This design comes from an exercise in tuning for small area and a short achievable clock period on the open sky130 flow, not from production work.
RTL that was checked went through simulation tests only; none was proved equivalent to the original.
Function not checked in run 1: the RTL went through the layout flow alone.
The flow treats the clock pin as an ideal source, which a real chip does not have.
No activity file was given, so power comes from the tool's default toggle rates.

==> design.v <==
package mcu_pkg;
  localparam int unsigned XLEN = 32;
  typedef struct packed {
    logic            req;
    logic            we;
    logic [XLEN-1:0] addr;
    logic [XLEN-1:0] wdata;
  } obi_req_t;
  typedef struct packed {
    logic            gnt;
    logic            rvalid;
    logic [XLEN-1:0] rdata;
  } obi_resp_t;
  localparam int unsigned NUM_MASTERS = 2;
  localparam int unsigned     REGION_LSB = 16;
  localparam logic [XLEN-1:0] RAM_BASE   = 32'h0000_0000;
  localparam logic [XLEN-1:0] AO_BASE    = 32'h0001_0000;
  localparam logic [XLEN-1:0] GPIO_OUT_OFFSET = 32'h0000_0000;
  localparam logic [XLEN-1:0] GPIO_OE_OFFSET  = 32'h0000_0004;
  localparam logic [XLEN-1:0] GPIO_IN_OFFSET  = 32'h0000_0008;
  localparam logic [XLEN-1:0] STATUS_OFFSET   = 32'h0000_000C;
  localparam logic [XLEN-1:0] EXIT_OFFSET     = 32'h0000_0010;
  localparam int unsigned DEFAULT_RAM_WORDS     = 256;
  localparam int unsigned DEFAULT_NUM_GPIO      = 8;
  localparam int unsigned DEFAULT_PRELOAD_WORDS = 16;
  localparam logic [XLEN-1:0] PRELOAD_KEY = 32'h5A5A_0000;
endpackage
`timescale 1ns/1ps
module ram_aoi222 (
  input  logic s0,
  input  logic d0,
  input  logic s1,
  input  logic d1,
  input  logic s2,
  input  logic d2,
  output logic y
);
  assign y = ~((s0 & d0) | (s1 & d1) | (s2 & d2));
endmodule
module ram_nand3 (
  input  logic a,
  input  logic b,
  input  logic c,
  output logic y
);
  assign y = ~(a & b & c);
endmodule
module ram_nand2 (
  input  logic a,
  input  logic b,
  output logic y
);
  assign y = ~(a & b);
endmodule
module ram_nor2 (
  input  logic a,
  input  logic b,
  output logic y
);
  assign y = ~(a | b);
endmodule
module ram_inv (
  input  logic a,
  output logic y
);
  assign y = ~a;
endmodule
module ram_oai21 (
  input  logic a,
  input  logic b,
  input  logic c,
  output logic y
);
  assign y = ~((a | b) & c);
endmodule
module ram_rtree (
  input  logic [85:0] x_n,
  input  logic        en,
  input  logic        oth,
  output logic        y
);
  logic [28:0] l1;    
  logic [14:0] l2;    
  logic [4:0]  l3;    
  logic [2:0]  l4;    
  for (genvar i = 0; i < 28; i++) begin : g_l1
    ram_nand3 u (.a(x_n[3*i]), .b(x_n[3*i+1]), .c(x_n[3*i+2]), .y(l1[i]));
  end
  ram_nand2 u_l1_last (.a(x_n[84]), .b(x_n[85]), .y(l1[28]));
  for (genvar i = 0; i < 14; i++) begin : g_l2
    ram_oai21 u (.a(l1[2*i]), .b(l1[2*i+1]), .c(en), .y(l2[i]));
  end
  ram_nand2 u_l2_last (.a(l1[28]), .b(en), .y(l2[14]));
  for (genvar i = 0; i < 5; i++) begin : g_l3
    ram_nand3 u (.a(l2[3*i]), .b(l2[3*i+1]), .c(l2[3*i+2]), .y(l3[i]));
  end
  ram_nor2 u_l4_0 (.a(l3[0]), .b(l3[1]), .y(l4[0]));
  ram_nor2 u_l4_1 (.a(l3[2]), .b(l3[3]), .y(l4[1]));
  ram_nor2 u_l4_2 (.a(l3[4]), .b(oth),   .y(l4[2]));
  ram_nand3 u_l5 (.a(l4[0]), .b(l4[1]), .c(l4[2]), .y(y));
endmodule
module ram_mux2 (
  input  logic s,
  input  logic a,
  input  logic b,
  output logic y
);
  assign y = s ? a : b;
endmodule
module ram_xor2 (
  input  logic a,
  input  logic b,
  output logic y
);
  assign y = a ^ b;
endmodule
`timescale 1ns/1ps
module mini_mcu #(
  parameter int unsigned RAM_WORDS     = mcu_pkg::DEFAULT_RAM_WORDS,
  parameter int unsigned NUM_GPIO      = mcu_pkg::DEFAULT_NUM_GPIO,
  parameter int unsigned PRELOAD_WORDS = mcu_pkg::DEFAULT_PRELOAD_WORDS
) (
  input  logic                      clk_i,
  input  logic                      rst_n_i,
  input  logic                      host_req_i,
  input  logic                      host_we_i,
  input  logic [mcu_pkg::XLEN-1:0]  host_addr_i,
  input  logic [mcu_pkg::XLEN-1:0]  host_wdata_i,
  output logic                      host_gnt_o,
  output logic                      host_rvalid_o,
  output logic [mcu_pkg::XLEN-1:0]  host_rdata_o,
  input  logic [NUM_GPIO-1:0]       gpio_i,
  output logic [NUM_GPIO-1:0]       gpio_o,
  output logic [NUM_GPIO-1:0]       gpio_oe_o,
  output logic                      exit_valid_o,
  output logic [mcu_pkg::XLEN-1:0]  exit_value_o
);
  localparam int unsigned NP = 128;   
  logic       last_pre_q;    
  logic       started_q;
  logic [4:0] cnt_q;
  logic       fin_pend_q;
  logic       finished_q;
  logic       rvalid_q;
  logic       pre_req;
  logic       host_gnt;
  logic       pre_gnt;
  logic       host_first_q;  
  logic       last_pre_d;
  logic [4:0] cnt_d;
  assign pre_req  = started_q & ~cnt_q[4];
  assign host_gnt = host_req_i & host_first_q;
  assign pre_gnt  = pre_req & (~last_pre_q | ~host_req_i);
  assign last_pre_d = (host_gnt || pre_gnt) ? pre_gnt : last_pre_q;
  assign cnt_d      = cnt_q + {4'd0, pre_gnt};
  always_ff @(posedge clk_i) begin
    if (!rst_n_i) begin
      last_pre_q   <= 1'b1;
      host_first_q <= 1'b1;
      started_q    <= 1'b0;
      cnt_q      <= '0;
      fin_pend_q <= 1'b0;
      finished_q <= 1'b0;
      rvalid_q   <= 1'b0;
    end else begin
      last_pre_q   <= last_pre_d;
      host_first_q <= last_pre_d | cnt_d[4];
      started_q    <= 1'b1;
      cnt_q        <= cnt_d;
      fin_pend_q <= pre_gnt & (cnt_q[3:0] == 4'hF);
      finished_q <= finished_q | fin_pend_q;
      rvalid_q   <= host_gnt;
    end
  end
  assign host_gnt_o    = host_gnt;
  assign host_rvalid_o = rvalid_q;
  logic [1:0] tc_q;
  logic       seen_rst_q;
  logic       t0;
  logic       t1;
  always_ff @(posedge clk_i) begin
    seen_rst_q <= seen_rst_q | ~rst_n_i;
    if (rst_n_i || seen_rst_q) tc_q <= tc_q + 2'd1;
    else                       tc_q <= 2'd0;
  end
  assign t0 = tc_q[0];
  assign t1 = tc_q[1];
  logic        host_ram;
  logic        bus_wr;
  logic [7:0]  bus_word;
  logic [31:0] bus_wdata;
  logic        dly_wr;
  logic [31:0] bus_n;
  logic        wd_v_q;
  logic [6:0]  wd_k_q;
  logic [31:0] wd_true_q;
  logic        wd_pol_q;
  logic [31:0] bus_d;
  assign host_ram  = (host_addr_i[31:10] == 22'd0);
  assign bus_wr    = pre_gnt | (host_gnt & host_we_i & host_ram);
  assign bus_word  = pre_gnt ? {4'd0, cnt_q[3:0]} : host_addr_i[9:2];
  assign bus_wdata = pre_gnt ? (mcu_pkg::PRELOAD_KEY ^ {28'd0, cnt_q[3:0]}) : host_wdata_i;
  assign dly_wr = bus_wr & (bus_word[0] == t0);
  assign bus_n  = bus_wdata ^ {32{t1}};
  assign bus_d  = wd_true_q ^ {32{wd_pol_q}};
  always_ff @(posedge clk_i) begin
    wd_v_q    <= dly_wr;
    wd_k_q    <= bus_word[7:1];
    wd_true_q <= bus_wdata;
    wd_pol_q  <= t1 ^ t0;
  end
  logic [NP-1:0][31:0] a_q;
  logic [NP-1:0][31:0] b_q;
  logic [NP-1:0]       sel_n;
  logic [NP-1:0]       sel_d;
  logic [NP-1:0]       hold;
  logic [15:0]   w_hi;    
  logic [7:0]    w_lo;    
  logic          pre_now;
  logic [NP-1:0] dsel;
  assign pre_now = pre_gnt & (cnt_q[0] != t0);
  always_comb begin
    for (int m = 0; m < 16; m++) begin
      w_hi[m] = host_gnt & (host_addr_i[2] != t0) & (host_addr_i[9:6] == 4'(m));
    end
    for (int n = 0; n < 8; n++) begin
      w_lo[n] = host_we_i & host_ram & (host_addr_i[5:3] == 3'(n));
    end
    for (int k = 0; k < NP; k++) begin
      sel_n[k] = w_hi[k/8] & w_lo[k%8];
      if (k < 8) sel_n[k] = sel_n[k] | (pre_now & (cnt_q[3:1] == 3'(k)));
      dsel[k]  = wd_v_q & (wd_k_q == 7'(k));
      sel_d[k] = dsel[k] & ~sel_n[k];
      hold[k]  = ~(sel_n[k] | dsel[k]);
    end
  end
  logic [NP-1:0][31:0] a_d;
  for (genvar k = 0; k < NP; k++) begin : g_port
    for (genvar b = 0; b < 32; b++) begin : g_bit
      ram_aoi222 u_port (
        .s0(sel_n[k]), .d0(bus_n[b]),
        .s1(sel_d[k]), .d1(bus_d[b]),
        .s2(hold[k]),  .d2(b_q[k][b]),
        .y (a_d[k][b])
      );
    end
  end
  always_ff @(posedge clk_i) begin
    a_q <= a_d;
    b_q <= a_q;
  end
  logic          host_ao;
  logic [31:0]   ao_v;
  logic [7:0]    rword;
  logic          r_in_a;
  logic          r_pol;
  logic          r_byp;
  logic [31:0]   rdata_d;
  logic [31:0]   rdata_q;
  assign host_ao = (host_addr_i[31:16] == 16'h0001);
  assign rword   = host_addr_i[9:2];
  assign r_in_a  = (rword[0] == t0);
  assign r_pol   = rword[0] ? (t1 ^ t0) : t1;
  assign r_byp   = wd_v_q & (rword[7:1] == wd_k_q) & (rword[0] != t0);
  localparam int unsigned NG = 85;
  logic [255:0]        rsel;
  logic [255:0][31:0]  rword_q;
  logic [31:0][NG-1:0] rgrp_n;
  logic [31:0]         rlast_n;
  logic [15:0]         r_hi;
  logic [7:0]          r_lo_a;
  logic [7:0]          r_lo_b;
  logic                use_tree;
  logic [31:0]         oth_v;
  logic [31:0]         ram_raw;
  assign use_tree = host_ram & ~r_byp;
  assign oth_v    = (host_ram & r_byp) ? wd_true_q : ao_v;
  always_comb begin
    for (int m = 0; m < 16; m++) begin
      r_hi[m] = (rword[7:4] == 4'(m));
    end
    for (int n = 0; n < 8; n++) begin
      r_lo_a[n] =  r_in_a & (rword[3:1] == 3'(n));
      r_lo_b[n] = ~r_in_a & (rword[3:1] == 3'(n));
    end
    for (int k = 0; k < NP; k++) begin
      rsel[2*k]   = r_hi[k/8] & r_lo_a[k%8];
      rsel[2*k+1] = r_hi[k/8] & r_lo_b[k%8] & ~dsel[k];
      rword_q[2*k]   = a_q[k];
      rword_q[2*k+1] = b_q[k];
    end
  end
  for (genvar g = 0; g < NG; g++) begin : g_rgrp
    for (genvar b = 0; b < 32; b++) begin : g_bit
      ram_aoi222 u_rd (
        .s0(rsel[3*g]),   .d0(rword_q[3*g][b]),
        .s1(rsel[3*g+1]), .d1(rword_q[3*g+1][b]),
        .s2(rsel[3*g+2]), .d2(rword_q[3*g+2][b]),
        .y (rgrp_n[b][g])
      );
    end
  end
  for (genvar b = 0; b < 32; b++) begin : g_rtree
    ram_nand2 u_last (.a(rsel[255]), .b(rword_q[255][b]), .y(rlast_n[b]));
    ram_rtree u_tree (
      .x_n({rlast_n[b], rgrp_n[b]}),
      .en (host_ram),
      .oth(~use_tree & (oth_v[b] ^ r_pol)),
      .y  (ram_raw[b])
    );
    ram_xor2 u_pol (.a(ram_raw[b]), .b(r_pol), .y(rdata_d[b]));
  end
  logic [NUM_GPIO-1:0] gpio_out_q;
  logic [NUM_GPIO-1:0] gpio_oe_q;
  logic [NUM_GPIO-1:0] gpio_meta_q;
  logic [NUM_GPIO-1:0] gpio_sync_q;
  logic                exit_valid_q;
  logic [31:0]         exit_value_q;
  logic                ao_wr;
  assign ao_wr = host_gnt & host_we_i & host_ao;
  always_ff @(posedge clk_i) begin
    if (!rst_n_i) begin
      gpio_out_q   <= '0;
      gpio_oe_q    <= '0;
      exit_valid_q <= 1'b0;
      exit_value_q <= '0;
    end else if (ao_wr) begin
      case (host_addr_i[15:0])
        16'h0000: gpio_out_q <= host_wdata_i[NUM_GPIO-1:0];
        16'h0004: gpio_oe_q  <= host_wdata_i[NUM_GPIO-1:0];
        16'h0010: begin
          exit_valid_q <= 1'b1;
          exit_value_q <= host_wdata_i;
        end
        default: ;
      endcase
    end
  end
  always_ff @(posedge clk_i) begin
    gpio_meta_q <= gpio_i;
    gpio_sync_q <= gpio_meta_q;
  end
  always_comb begin
    ao_v = '0;
    if (host_ao) begin
      case (host_addr_i[15:0])
        16'h0000: ao_v = 32'(gpio_out_q);
        16'h0004: ao_v = 32'(gpio_oe_q);
        16'h0008: ao_v = 32'(gpio_sync_q);
        16'h000C: ao_v = 32'(finished_q);
        16'h0010: ao_v = exit_value_q;
        default:  ao_v = '0;
      endcase
    end
  end
  always_ff @(posedge clk_i) begin
    rdata_q <= rdata_d;
  end
  assign host_rdata_o = rdata_q;
  assign gpio_o       = gpio_out_q;
  assign gpio_oe_o    = gpio_oe_q;
  assign exit_valid_o = exit_valid_q;
  assign exit_value_o = exit_value_q;
endmodule
==> flow/run.sh <==
#!/bin/bash
# Layout flow: the standard ORFS flow (standard.sh), run stage by stage so
# that the timing repair after CTS and after global routing can aim at a
# shorter clock period than the constraint's (SETUP_SLACK_MARGIN), without
# the long and useless repair before placement. Ports get plain buffers
# instead of delay cells. Each stage's output goes to its own log file here.
set -euo pipefail
source "$(dirname "$0")/params.sh"

bash standard.sh synth                                   > log_1_synth.txt 2>&1
bash standard.sh floorplan                               > log_2_floorplan.txt 2>&1
bash standard.sh place "${PLACE_VARS[@]}"                > log_3_place.txt 2>&1
bash standard.sh cts "${CTS_VARS[@]}" "${REPAIR_VARS[@]}" > log_4_cts.txt 2>&1
bash standard.sh route "${REPAIR_VARS[@]}"               > log_5_route.txt 2>&1
bash standard.sh finish                                  > log_6_finish.txt 2>&1
==> flow/params.sh <==
# stage settings read by run.sh
REPAIR_VARS=(SETUP_SLACK_MARGIN=4.0 TNS_END_PERCENT=20)
PLACE_VARS=("BUFFER_PORTS_ARGS=-buffer_cell sky130_fd_sc_hd__buf_4"
            "PLACE_PINS_ARGS=-group_pins {host_req_i host_gnt_o} -group_pins {host_rdata_o[0] host_rdata_o[1] host_rdata_o[2] host_rdata_o[3] host_rdata_o[4] host_rdata_o[5] host_rdata_o[6] host_rdata_o[7] host_rdata_o[8] host_rdata_o[9] host_rdata_o[10] host_rdata_o[11] host_rdata_o[12] host_rdata_o[13] host_rdata_o[14] host_rdata_o[15] host_rdata_o[16] host_rdata_o[17] host_rdata_o[18] host_rdata_o[19] host_rdata_o[20] host_rdata_o[21] host_rdata_o[22] host_rdata_o[23] host_rdata_o[24] host_rdata_o[25] host_rdata_o[26] host_rdata_o[27] host_rdata_o[28] host_rdata_o[29] host_rdata_o[30] host_rdata_o[31]}")
CTS_VARS=()
==> standard.sh <==
#!/bin/bash
# synth_recipe.tcl (not shown) runs the flow's synth.tcl, then flattens the netlist and writes it again
# the make line also repeats each setting of config.mk as NAME=value (left out here)
make -C /OpenROAD-flow-scripts/flow DESIGN_CONFIG=/design/flow/config.mk WORK_HOME=/design/flow/orfs CLKGATE_MAP_FILE= SYNTH_SCRIPT=/design/flow/synth_recipe.tcl "${@:-finish}"
==> config.mk <==
export PLATFORM = sky130hd
export DESIGN_NAME = mini_mcu
export DESIGN_NICKNAME = mini_mcu
export VERILOG_FILES = /design/flow/design.v
export SDC_FILE = /design/flow/constraint.sdc
export NUM_CORES = 8
export LEC_CHECK = 0
export CAP_MARGIN = 20
export CORE_MARGIN = 2
export CORE_UTILIZATION = 50
export CTS_CLUSTER_DIAMETER = 80
export CTS_CLUSTER_SIZE = 30
export MIN_ROUTING_LAYER = met2
export PLACE_DENSITY = 0.6
export SLEW_MARGIN = 20
export SYNTH_HIERARCHICAL = 1
export SYNTH_MEMORY_MAX_BITS = 16384
==> constraint.sdc <==
create_clock -name core_clock -period 7.5 [get_ports {clk_i}]
set_input_delay 1.5000 -clock core_clock [delete_from_list [all_inputs] [get_ports {clk_i}]]
set_output_delay 1.5000 -clock core_clock [all_outputs]
set_load 0.01 [all_outputs]
==> metrics.yaml, run 1 <==
logic_synthesis:
  syn-instance-count: 18400
  synth-edff-count: 0
  synth_area_um2: 251000
  synth_cell_types: 49
  synthArstFlopShare_pct: 0
  synth-main-ff-cell: "dfxtp_1"
  yosys_register_bits: 8344
  synth.avg_cell_area_um2: 13.6
  yosysTopAreaCell: "dfxtp_1"
  yosysSeqAreaShare_pct: 66.4
  synth_nets: 18500
  ys_warn_count: 7
  synth_area_leaders: "dfxtp_1 (66%), a222oi_1 (27%), nand3_1 (2.3%)"
  yosys.area.top_type_share_pct: 66.4
clocking:
  holdBufCountCts: 0
  clock_sinks: 8344
  clockBufferDepth: 4
  clock-root-buffer: "clkbuf_16"
  h-tree-depth: 5
  numCtsBuffers: 346
floorplanning:
  num_rows: 260
  start_util_pct: 50.2
  io_pins: 159
  dieHeight_um: 713
  die_w_um: 713
global_route:
  grt_use_total_pct: 77.6
  grt_max_degree: 111
  grt_overflow: 3
run_status:
  lastStage: "global routing (5_1_grt)"
  error_line: "[ERROR GRT-0232] Routing congestion too high. Check the congestion heatmap in the GUI."
  outcome: "aborted with a tool error"
place:
  dp_hpwl_um: 724000
  gp_congestion: 1.16
  port_buffers: 158
[power by group through the flow]
stage          sequential, mW  clock, mW  combinational, mW
2_1_floorplan            50.4          0               7.92
3_3_place_gp             51.4          0               21.4
3_5_place_dp             51.5          0               21.5
4_1_cts                  50.5       23.8               21.9
[cells in the mapped netlist (12+ instances only)]
library cell	count
nor2_1	638
nand3_1	1131
nor2b_1	12
xnor2_1	34
o21ai_1	448
mux2i_1	12
and2_1	30
nand2_1	254
dfxtp_1	8344
nand2b_1	14
a222oi_1	6816
a32oi_1	24
a21boi_0	36
xor2_1	101
clkbuf_1	138
nor3_1	264
[routing by layer]
layer,overflow,global-route usage (%)
met3,2,86.0
met1,-,-
met5,1,70.4
met2,0,80.2
met4,0,59.9
[per-module statistics from Yosys (local to each module, per instance), excerpt]
module	copies in the design	flops+latches	area, um2
ram_nand3	1088	0	5.00
ram_nand2	96	0	3.75
ram_nor2	96	0	3.75
mini_mcu	1	8344	175000
ram_aoi222	6816	0	10.0
ram_oai21	448	0	5.00
[through the flow]
stage	area, um2	cells	total power [mW]	hold slack, ns	setup WS, ns
2_1_floorplan	251000	18400	58.3	0.310	0.405
3_3_place_gp	274000	26100	72.8	0.310	0.218
3_5_place_dp	274000	26200	73.0	0.312	0.403
4_1_cts	296000	27100	96.1	0.313	3.46
[cells by family after synthesis]
| family | Yosys count | synth area share, % |
|---|---|---|
| AOI/OAI and AO/OA | 7369 | 28.4 |
| xor gates and xnor gates | 135 | 0.470 |
| adders and majority gates | 2 | 0.00995 |
| buffers and inverters | 161 | 0.245 |
| DFF | 8344 | 66.4 |
| muxes | 13 | 0.0522 |
| and+or+nand+nor | 2405 | 4.45 |
[worst max-delay path by stage]
| stage | startpoint | endpoint | slack [ns] | cells past startpoint |
|---|---|---|---|---|
| floorplan | host_req_i | a_q[100]$_DFF_P_ | 0.40 | 6 |
| global placement | host_addr_i[2] | rdata_q[29]$_DFF_P_ | 0.22 | 14 |
| detailed placement | host_addr_i[2] | rdata_q[27]$_DFF_P_ | 0.40 | 14 |
| CTS | host_addr_i[2] | rdata_q[29]$_DFF_P_ | 3.46 | 15 |
[timing repair]
| item | 4_1_cts |
|---|---|
| hold endpoints to repair | 0 |
| pin swaps | 554 |
| endpoints found under the setup margin | 4140 |
| resized for setup | 1391 |
| cloned | 102 |
| setup buffers | 344 |
==> run 2, diff against run 1 <==
--- a/design.v
+++ b/design.v
@@ -79,3 +79,3 @@
   input  logic        oth,
-  output logic        y
+  output logic [2:0]  y_n
 );
@@ -84,3 +84,2 @@
   logic [4:0]  l3;    
-  logic [2:0]  l4;    
   for (genvar i = 0; i < 28; i++) begin : g_l1
@@ -96,6 +95,5 @@
   end
-  ram_nor2 u_l4_0 (.a(l3[0]), .b(l3[1]), .y(l4[0]));
-  ram_nor2 u_l4_1 (.a(l3[2]), .b(l3[3]), .y(l4[1]));
-  ram_nor2 u_l4_2 (.a(l3[4]), .b(oth),   .y(l4[2]));
-  ram_nand3 u_l5 (.a(l4[0]), .b(l4[1]), .c(l4[2]), .y(y));
+  ram_nor2 u_l4_0 (.a(l3[0]), .b(l3[1]), .y(y_n[0]));
+  ram_nor2 u_l4_1 (.a(l3[2]), .b(l3[3]), .y(y_n[1]));
+  ram_nor2 u_l4_2 (.a(l3[4]), .b(oth),   .y(y_n[2]));
 endmodule
@@ -116,2 +114,76 @@
 endmodule
+module ram_nand4 (
+  input  logic a,
+  input  logic b,
+  input  logic c,
+  input  logic d,
+  output logic y
+);
+  assign y = ~(a & b & c & d);
+endmodule
+module ram_nor3 (
+  input  logic a,
+  input  logic b,
+  input  logic c,
+  output logic y
+);
+  assign y = ~(a | b | c);
+endmodule
+module ram_and2 (
+  input  logic a,
+  input  logic b,
+  output logic y
+);
+  assign y = a & b;
+endmodule
+module ram_zero22 (
+  input  logic [21:0] x,
+  output logic        y
+);
+  logic [10:0] l1;    
+  logic [2:0]  l2;    
+  for (genvar i = 0; i < 11; i++) begin : g_l1
+    ram_nor2 u (.a(x[2*i]), .b(x[2*i+1]), .y(l1[i]));
+  end
+  ram_nand4 u_l2_0 (.a(l1[0]), .b(l1[1]), .c(l1[2]),  .d(l1[3]), .y(l2[0]));
+  ram_nand4 u_l2_1 (.a(l1[4]), .b(l1[5]), .c(l1[6]),  .d(l1[7]), .y(l2[1]));
+  ram_nand3 u_l2_2 (.a(l1[8]), .b(l1[9]), .c(l1[10]),            .y(l2[2]));
+  ram_nor3  u_l3   (.a(l2[0]), .b(l2[1]), .c(l2[2]), .y(y));
+endmodule
+module ram_pctl (
+  input  logic hi,
+  input  logic lo,
+  input  logic ds,
+  output logic sn,
+  output logic sd,
+  output logic h
+);
+  assign sn = hi & lo;
+  assign sd = ds & ~sn;
+  assign h  = ~(sn | ds);
+endmodule
+module ram_pctl_pre (
+  input  logic hi,
+  input  logic lo,
+  input  logic pe,
+  input  logic ds,
+  output logic sn,
+  output logic sd,
+  output logic h
+);
+  assign sn = (hi & lo) | pe;
+  assign sd = ds & ~sn;
+  assign h  = ~(sn | ds);
+endmodule
+module ram_rsel (
+  input  logic hi,
+  input  logic la,
+  input  logic lb,
+  input  logic ds,
+  output logic sa,
+  output logic sb
+);
+  assign sa = hi & la;
+  assign sb = hi & lb & ~ds;
+endmodule
 `timescale 1ns/1ps
@@ -174,3 +246,3 @@
   end
-  assign host_gnt_o    = host_gnt;
+  ram_and2 u_gnt_o (.a(host_req_i), .b(host_first_q), .y(host_gnt_o));
   assign host_rvalid_o = rvalid_q;
@@ -180,6 +252,15 @@
   logic       t1;
+  logic       t0n_q;
+  logic       t0w_q;
   always_ff @(posedge clk_i) begin
     seen_rst_q <= seen_rst_q | ~rst_n_i;
-    if (rst_n_i || seen_rst_q) tc_q <= tc_q + 2'd1;
-    else                       tc_q <= 2'd0;
+    if (rst_n_i || seen_rst_q) begin
+      tc_q  <= tc_q + 2'd1;
+      t0n_q <= tc_q[0];
+      t0w_q <= t0n_q;
+    end else begin
+      tc_q  <= 2'd0;
+      t0n_q <= 1'b1;
+      t0w_q <= 1'b0;
+    end
   end
@@ -195,2 +276,4 @@
   logic [6:0]  wd_k_q;
+  logic [15:0] wdh_q;    
+  logic [7:0]  wdl_q;
   logic [31:0] wd_true_q;
@@ -198,3 +281,5 @@
   logic [31:0] bus_d;
-  assign host_ram  = (host_addr_i[31:10] == 22'd0);
+  logic host_ram_rd;
+  ram_zero22 u_ram_wr (.x(host_addr_i[31:10]), .y(host_ram));
+  ram_zero22 u_ram_rd (.x(host_addr_i[31:10]), .y(host_ram_rd));
   assign bus_wr    = pre_gnt | (host_gnt & host_we_i & host_ram);
@@ -208,2 +293,4 @@
     wd_k_q    <= bus_word[7:1];
+    for (int m = 0; m < 16; m++) wdh_q[m] <= dly_wr & (bus_word[7:4] == 4'(m));
+    for (int n = 0; n < 8; n++)  wdl_q[n] <= (bus_word[3:1] == 3'(n));
     wd_true_q <= bus_wdata;
@@ -213,5 +300,5 @@
   logic [NP-1:0][31:0] b_q;
-  logic [NP-1:0]       sel_n;
-  logic [NP-1:0]       sel_d;
-  logic [NP-1:0]       hold;
+  logic [NP-1:0][1:0]  sel_n;
+  logic [NP-1:0][1:0]  sel_d;
+  logic [NP-1:0][1:0]  hold;
   logic [15:0]   w_hi;    
@@ -223,3 +310,3 @@
     for (int m = 0; m < 16; m++) begin
-      w_hi[m] = host_gnt & (host_addr_i[2] != t0) & (host_addr_i[9:6] == 4'(m));
+      w_hi[m] = host_gnt & (host_addr_i[2] != t0w_q) & (host_addr_i[9:6] == 4'(m));
     end
@@ -229,7 +316,18 @@
     for (int k = 0; k < NP; k++) begin
-      sel_n[k] = w_hi[k/8] & w_lo[k%8];
-      if (k < 8) sel_n[k] = sel_n[k] | (pre_now & (cnt_q[3:1] == 3'(k)));
-      dsel[k]  = wd_v_q & (wd_k_q == 7'(k));
-      sel_d[k] = dsel[k] & ~sel_n[k];
-      hold[k]  = ~(sel_n[k] | dsel[k]);
+      dsel[k] = wdh_q[k/8] & wdl_q[k%8];
+    end
+  end
+  for (genvar k = 0; k < NP; k++) begin : g_pctl
+    for (genvar hh = 0; hh < 2; hh++) begin : g_half
+      if (k < 8) begin : g_pre
+        ram_pctl_pre u (
+          .hi(w_hi[k/8]), .lo(w_lo[k%8]), .pe(pre_now & (cnt_q[3:1] == 3'(k))),
+          .ds(dsel[k]), .sn(sel_n[k][hh]), .sd(sel_d[k][hh]), .h(hold[k][hh])
+        );
+      end else begin : g_host
+        ram_pctl u (
+          .hi(w_hi[k/8]), .lo(w_lo[k%8]),
+          .ds(dsel[k]), .sn(sel_n[k][hh]), .sd(sel_d[k][hh]), .h(hold[k][hh])
+        );
+      end
     end
@@ -240,5 +338,5 @@
       ram_aoi222 u_port (
-        .s0(sel_n[k]), .d0(bus_n[b]),
-        .s1(sel_d[k]), .d1(bus_d[b]),
-        .s2(hold[k]),  .d2(b_q[k][b]),
+        .s0(sel_n[k][b/16]), .d0(bus_n[b]),
+        .s1(sel_d[k][b/16]), .d1(bus_d[b]),
+        .s2(hold[k][b/16]),  .d2(b_q[k][b]),
         .y (a_d[k][b])
@@ -257,7 +355,5 @@
   logic          r_byp;
-  logic [31:0]   rdata_d;
-  logic [31:0]   rdata_q;
   assign host_ao = (host_addr_i[31:16] == 16'h0001);
   assign rword   = host_addr_i[9:2];
-  assign r_in_a  = (rword[0] == t0);
+  assign r_in_a  = (rword[0] != t0n_q);
   assign r_pol   = rword[0] ? (t1 ^ t0) : t1;
@@ -265,3 +361,3 @@
   localparam int unsigned NG = 85;
-  logic [255:0]        rsel;
+  logic [255:0][1:0]   rsel;
   logic [255:0][31:0]  rword_q;
@@ -275,4 +371,7 @@
   logic [31:0]         ram_raw;
-  assign use_tree = host_ram & ~r_byp;
-  assign oth_v    = (host_ram & r_byp) ? wd_true_q : ao_v;
+  logic [31:0][2:0]    rtop_d;
+  logic [31:0]         rdata_q;
+  logic                pol_q;
+  assign use_tree = host_ram_rd & ~r_byp;
+  assign oth_v    = (host_ram_rd & r_byp) ? wd_true_q : ao_v;
   always_comb begin
@@ -286,4 +385,2 @@
     for (int k = 0; k < NP; k++) begin
-      rsel[2*k]   = r_hi[k/8] & r_lo_a[k%8];
-      rsel[2*k+1] = r_hi[k/8] & r_lo_b[k%8] & ~dsel[k];
       rword_q[2*k]   = a_q[k];
@@ -292,2 +389,10 @@
   end
+  for (genvar k = 0; k < NP; k++) begin : g_rsel
+    for (genvar hh = 0; hh < 2; hh++) begin : g_half
+      ram_rsel u (
+        .hi(r_hi[k/8]), .la(r_lo_a[k%8]), .lb(r_lo_b[k%8]), .ds(dsel[k]),
+        .sa(rsel[2*k][hh]), .sb(rsel[2*k+1][hh])
+      );
+    end
+  end
   for (genvar g = 0; g < NG; g++) begin : g_rgrp
@@ -295,5 +400,5 @@
       ram_aoi222 u_rd (
-        .s0(rsel[3*g]),   .d0(rword_q[3*g][b]),
-        .s1(rsel[3*g+1]), .d1(rword_q[3*g+1][b]),
-        .s2(rsel[3*g+2]), .d2(rword_q[3*g+2][b]),
+        .s0(rsel[3*g][b/16]),   .d0(rword_q[3*g][b]),
+        .s1(rsel[3*g+1][b/16]), .d1(rword_q[3*g+1][b]),
+        .s2(rsel[3*g+2][b/16]), .d2(rword_q[3*g+2][b]),
         .y (rgrp_n[b][g])
@@ -303,10 +408,19 @@
   for (genvar b = 0; b < 32; b++) begin : g_rtree
-    ram_nand2 u_last (.a(rsel[255]), .b(rword_q[255][b]), .y(rlast_n[b]));
+    ram_nand2 u_last (.a(rsel[255][b/16]), .b(rword_q[255][b]), .y(rlast_n[b]));
     ram_rtree u_tree (
       .x_n({rlast_n[b], rgrp_n[b]}),
-      .en (host_ram),
+      .en (host_ram_rd),
       .oth(~use_tree & (oth_v[b] ^ r_pol)),
-      .y  (ram_raw[b])
+      .y_n(rtop_d[b])
     );
-    ram_xor2 u_pol (.a(ram_raw[b]), .b(r_pol), .y(rdata_d[b]));
+  end
+  for (genvar b = 0; b < 32; b++) begin : g_rtop
+    ram_nand3 u_top (.a(rtop_d[b][0]), .b(rtop_d[b][1]), .c(rtop_d[b][2]), .y(ram_raw[b]));
+  end
+  always_ff @(posedge clk_i) begin
+    rdata_q <= ram_raw;
+    pol_q   <= r_pol;
+  end
+  for (genvar b = 0; b < 32; b++) begin : g_rout
+    ram_xor2 u_pol (.a(rdata_q[b]), .b(pol_q), .y(host_rdata_o[b]));
   end
@@ -355,6 +469,2 @@
   end
-  always_ff @(posedge clk_i) begin
-    rdata_q <= rdata_d;
-  end
-  assign host_rdata_o = rdata_q;
   assign gpio_o       = gpio_out_q;
==> run.sh (new file) <==
#!/bin/bash
# synth_recipe.tcl (not shown) runs the flow's synth.tcl, then flattens the netlist and writes it again
# the make line also repeats each setting of config.mk as NAME=value (left out here)
make -C /OpenROAD-flow-scripts/flow DESIGN_CONFIG=/design/flow/config.mk WORK_HOME=/design/flow/orfs CLKGATE_MAP_FILE= SYNTH_SCRIPT=/design/flow/synth_recipe.tcl finish
==> config.mk (replaced) <==
export PLATFORM = sky130hd
export DESIGN_NAME = mini_mcu
export DESIGN_NICKNAME = mini_mcu
export VERILOG_FILES = /design/flow/design.v
export SDC_FILE = /design/flow/constraint.sdc
export NUM_CORES = 8
export LEC_CHECK = 0
export CAP_MARGIN = 30
export CORE_MARGIN = 2
export CORE_UTILIZATION = 35
export CTS_CLUSTER_DIAMETER = 65
export CTS_CLUSTER_SIZE = 24
export PLACE_DENSITY = 0.45
export SETUP_SLACK_MARGIN = 3.5
export SLEW_MARGIN = 50
export SYNTH_HIERARCHICAL = 1
export SYNTH_MEMORY_MAX_BITS = 16384
export TNS_END_PERCENT = 0
removed: flow/run.sh
removed: flow/params.sh
removed: standard.sh
==> run 2 against run 1 <==
Effect of this change:
- now clean on timing, DRC and antenna
- area after synthesis increased by 3.0%
- synthesized cell count increased by 3.2%
==> metrics.yaml, run 2 <==
worst_setup_path:
  crit_arrival_ns: 5.42
  timing.rr.end: "rdata_q[18]$_DFF_P_"
  critPathCaptureType: "register"
  r2r_slack_ns: 3.21
  critical_path_class: "in2reg"
  timing.rr.start: "wdl_q[5]$_DFF_P_"
  cp-start-kind: "input port"
  cp.required_ns: 8.56
  ff2ff_path_depth: 10
  critPathMaxFanout: 24
floorplanning:
  io_pins: 159  # unchanged
  num_rows: 316  # was 260
  core_um2: 739000
  dieArea_um2: 747000
  die_w_um: 864  # was 713 um
  start_util_pct: 35.1  # was 50.2%
  dieHeight_um: 864  # was 713 um
clocking:
  clock-root-buffer: "clkbuf_16"  # unchanged
  clockBufferDepth: 4  # unchanged
  clkTransAtPathRegs_ns: 0.09
  numCtsBuffers: 547  # was 346
  h-tree-depth: 6  # was 5
  holdBufCountCts: 0  # unchanged
  clock_sinks: 8371  # was 8344
  clk_latency_ns: 1.18
  cts_tree: "built"
power:
  p_total_mw: 108
  p_leak_nw: 115
  peakVddDrop_mv: 0.450
  powerDensity_nw_per_um2: 348
layout:
  fill_cells: 68400
  multiInputGateArea_um2: 98400
  drive_above_1_share_pct: 16.2
  syn2layout_area_growth_pct: 19.6
  final_common_cell: "dfxtp_1"
  mostFrequentLayoutCells: "dfxtp_1 (8360), a222oi_1 (6816), nand3_1 (998)"
  fin_nets: 20700
  largest_registers: "a_q (4096), b_q (4096)"
  seq_area_um2: 168000
  final_cells: 31100
logic_synthesis:
  ys_warn_count: 7  # unchanged
  synth_nets: 19100  # was 18.5k
  synth.avg_cell_area_um2: 13.6  # about the same
  yosys.area.top_type_share_pct: 64.7  # was 66.4%
  post-synth-top-count-cell: "dfxtp_1"  # unchanged
  yosysSeqAreaShare_pct: 64.7  # was 66.4%
  yosys_register_bits: 8371  # was 8344
  yosysTopAreaCell: "dfxtp_1"  # unchanged
  synth-edff-count: 0  # unchanged
  synth_area_leaders: "dfxtp_1 (65%), a222oi_1 (26%), nand3_1 (2.1%)"  # was dfxtp_1 (66%), a222oi_1 (27%), nand3_1 (2.3%)
  synth-main-ff-cell: "dfxtp_1"  # unchanged
  synth_cell_types: 57  # was 49
  syn-instance-count: 19000  # was 18.4k
  synth_common_cells: "dfxtp_1 (8371), a222oi_1 (6816), nand3_1 (1107)"  # was dfxtp_1 (8344), a222oi_1 (6816), nand3_1 (1131)
  synthArstFlopShare_pct: 0  # unchanged
  synth_area_um2: 259000  # was 251000 um2
detailed_routing:
  remaining_drc_errors: 0
  drt_wl_total_um: 1270000
  detail_route.vias_per_cell: 7.28
  vias: 226000
  first_pass_iters: 15
  routedWlPerCell_um: 40.8
  first_iter_violations: 58100
  postRouteAntennaNets: 0
sta:
  fin_crit_sh_pct: 58.2
  finalMaxSlewViolations: 0
  hold_viol: 0
  worst_pin_slew_ns: 0.969
  max_freq_mhz: 229
  final.setup.worst_slack_ns: 3.13
  rsz0062_at_grt: "yes"
  relSlewSlack_pct: 35.4
  skew_ns: 0.0672
  fin_setup_tns_ns: 0
  setup_viol: 0
  finalCriticalPeriod_ns: 4.37
worst_hold_path:
  min_from: "a_q[1220]$_DFF_P_"
  hp-class: "reg2reg"
  holdPathStages: 0
  hold_end: "b_q[1220]$_DFF_P_"
place:
  gp_congestion: 0.863  # was 1.16
  port_buffers: 158  # unchanged
  dp_hpwl_um: 818000  # was 724000 um
  place_ws_ns: 0.570  # was 0.403 ns
  dp_cells: 29900  # was 26.2k
global_route:
  grt_max_degree: 90
  grt_use_total_pct: 31.6
  grt_pass1_wl_um: 1730000
  antenna_found_initial: 89
  grt_overflow: 0
  grt_pass1_vias: 213000
job:
  maxCapViolations: 0
run_status:
  outcome: "complete, no violations"  # was aborted with a tool error
[run 2: changes by cell type after synthesis, moves of 94 or more]
cell and change:
a21oi_1 +239, a21boi_2 +269, and2_1 +627, and3b_1 +253, nor2_1 -428, nor3_1 -248, clkbuf_1 -94
[run 2: report_power, final]
part,internal (mW),switching [mW]
clock,16.1,17.8
combinational,4.85,19.0
sequential,47.8,2.12
[run 2: final cells by class]
class,count,area share [%]
Sequential cell,8371,54.1
Multi-Input combinational cell,10500,31.8
Clock buffer,634,4.79
Tap cell,9858,3.98
Timing Repair Buffer,1094,3.80
Clock inverter,366,1.41
Antenna cell,159,0.128
Inverter,36,0.0529
[run 2: how the worst max path moves through the flow]
stage	startpoint	endpoint	slack, ns	cells past startpoint
finish	host_addr_i[5]	rdata_q[21]$_DFF_P_	3.13	13
CTS	host_addr_i[5]	rdata_q[11]$_DFF_P_	3.21	15
global placement	host_addr_i[11]	rdata_q[31]$_DFF_P_	-0.62	12
detailed placement	host_addr_i[9]	rdata_q[16]$_DFF_P_	0.57	13
global route	host_addr_i[5]	rdata_q[27]$_DFF_P_	3.25	16
floorplan	host_addr_i[23]	rdata_q[10]$_DFF_P_	-2.88	10
[run 2: per-stage QoR]
| stage | instance area [um2] | utilization [%] | hold slack, ns |
|---|---|---|---|
| final | 310000 | 41.9 | 0.319 |
| after global routing | 310000 | 41.9 | 0.331 |
| after CTS | 308000 | 41.6 | 0.318 |
| after detailed placement | 287000 | 38.8 | 0.314 |
| after global placement | 282000 | 38.1 | 0.311 |
| after floorplan | 259000 | - | 0.310 |
[run 2: modules after synthesis (local to each module, per instance), a selection]
module / area (um2) / copies in the design / cells / flops+latches
ram_nand3: 5.00 / 1090 / 1 / 0
ram_xor2: 8.76 / 32 / 1 / 0
ram_and2: 6.26 / 1 / 1 / 0
ram_nor2: 3.75 / 118 / 1 / 0
ram_pctl_pre: 18.8 / 16 / 4 / 0
mini_mcu: 172000 / 1 / 9112 / 8371
ram_pctl: 22.5 / 240 / 3 / 0
[run 2: logic make-up after synthesis]
logic type	count (synthesis)	share of synthesized area, %
xor+xnor	113	0.382
fa+ha+maj	2	0.00966
compound gates	7849	29.1
mux	47	0.186
simple gates	2536	5.50
flops	8371	64.7
buf+inv	97	0.166
[run 2: layer usage]
metal / part of all wire, % / GRT usage (%) / wire (um) / up-vias
li1: - / - / - / 91600
met1: 40 / 43.2 / 509000 / 117000
met2: 44 / 47.5 / 551000 / 15500
met3: 11 / 7.54 / 145000 / 1916
met4: 4.9 / 14.3 / 61700 / 52
met5: 0.029 / 0.152 / 361 / -
[run 2: repair_timing]
| item | 4_1_cts | 5_1_grt |
|---|---|---|
| buffers inserted | 14 | 16 |
| pin swaps | 81 | 165 |
| setup endpoints to repair | 4139 | 1547 |
| endpoints found under the hold margin | 0 | 0 |
| gates cloned | 0 | 6 |
| resized for setup | 478 | 323 |
[run 2: critical path, cell delays in order]
cell             delay, ns
clkdlybuf4s50_1       0.42
buf_6                 0.16
buf_8                 0.16
or3b_2                0.30
nor2_4                0.08
buf_12                0.19
and3b_1               0.51
a222oi_1              0.62
nand3_1               0.16
o21ai_2               0.49
nand3_1               0.37
nor2_1                0.22
nand3_1               0.09

## separate check: timing with driven ports
No port has a modelled driver above. Below, the same layout with a new extraction and two added sets of constraints. Step 1, drivers: a clkbuf_16 drives clk_i and a buf_2 each remaining input, both assumed. Step 2 moves the port delays by t, midway between the first and last clock arrival at a register: inputs arrive t later, outputs are due t later. That takes back most of the time a late clock gives input paths. Slacks: ideal ports / drivers / drivers and shift; pairs: ideal ports / drivers.
run: run 2
shift t [ns]: 1.292
slack for setup (ns): 3.134 / 3.167 / 1.930
latest minus earliest clock arrival (ns): 0.077 / 0.077
After both steps run 2 still meets setup and hold. The setup slack of run 2 moves by +0.033 ns with the drivers and by -1.204 ns with both steps.
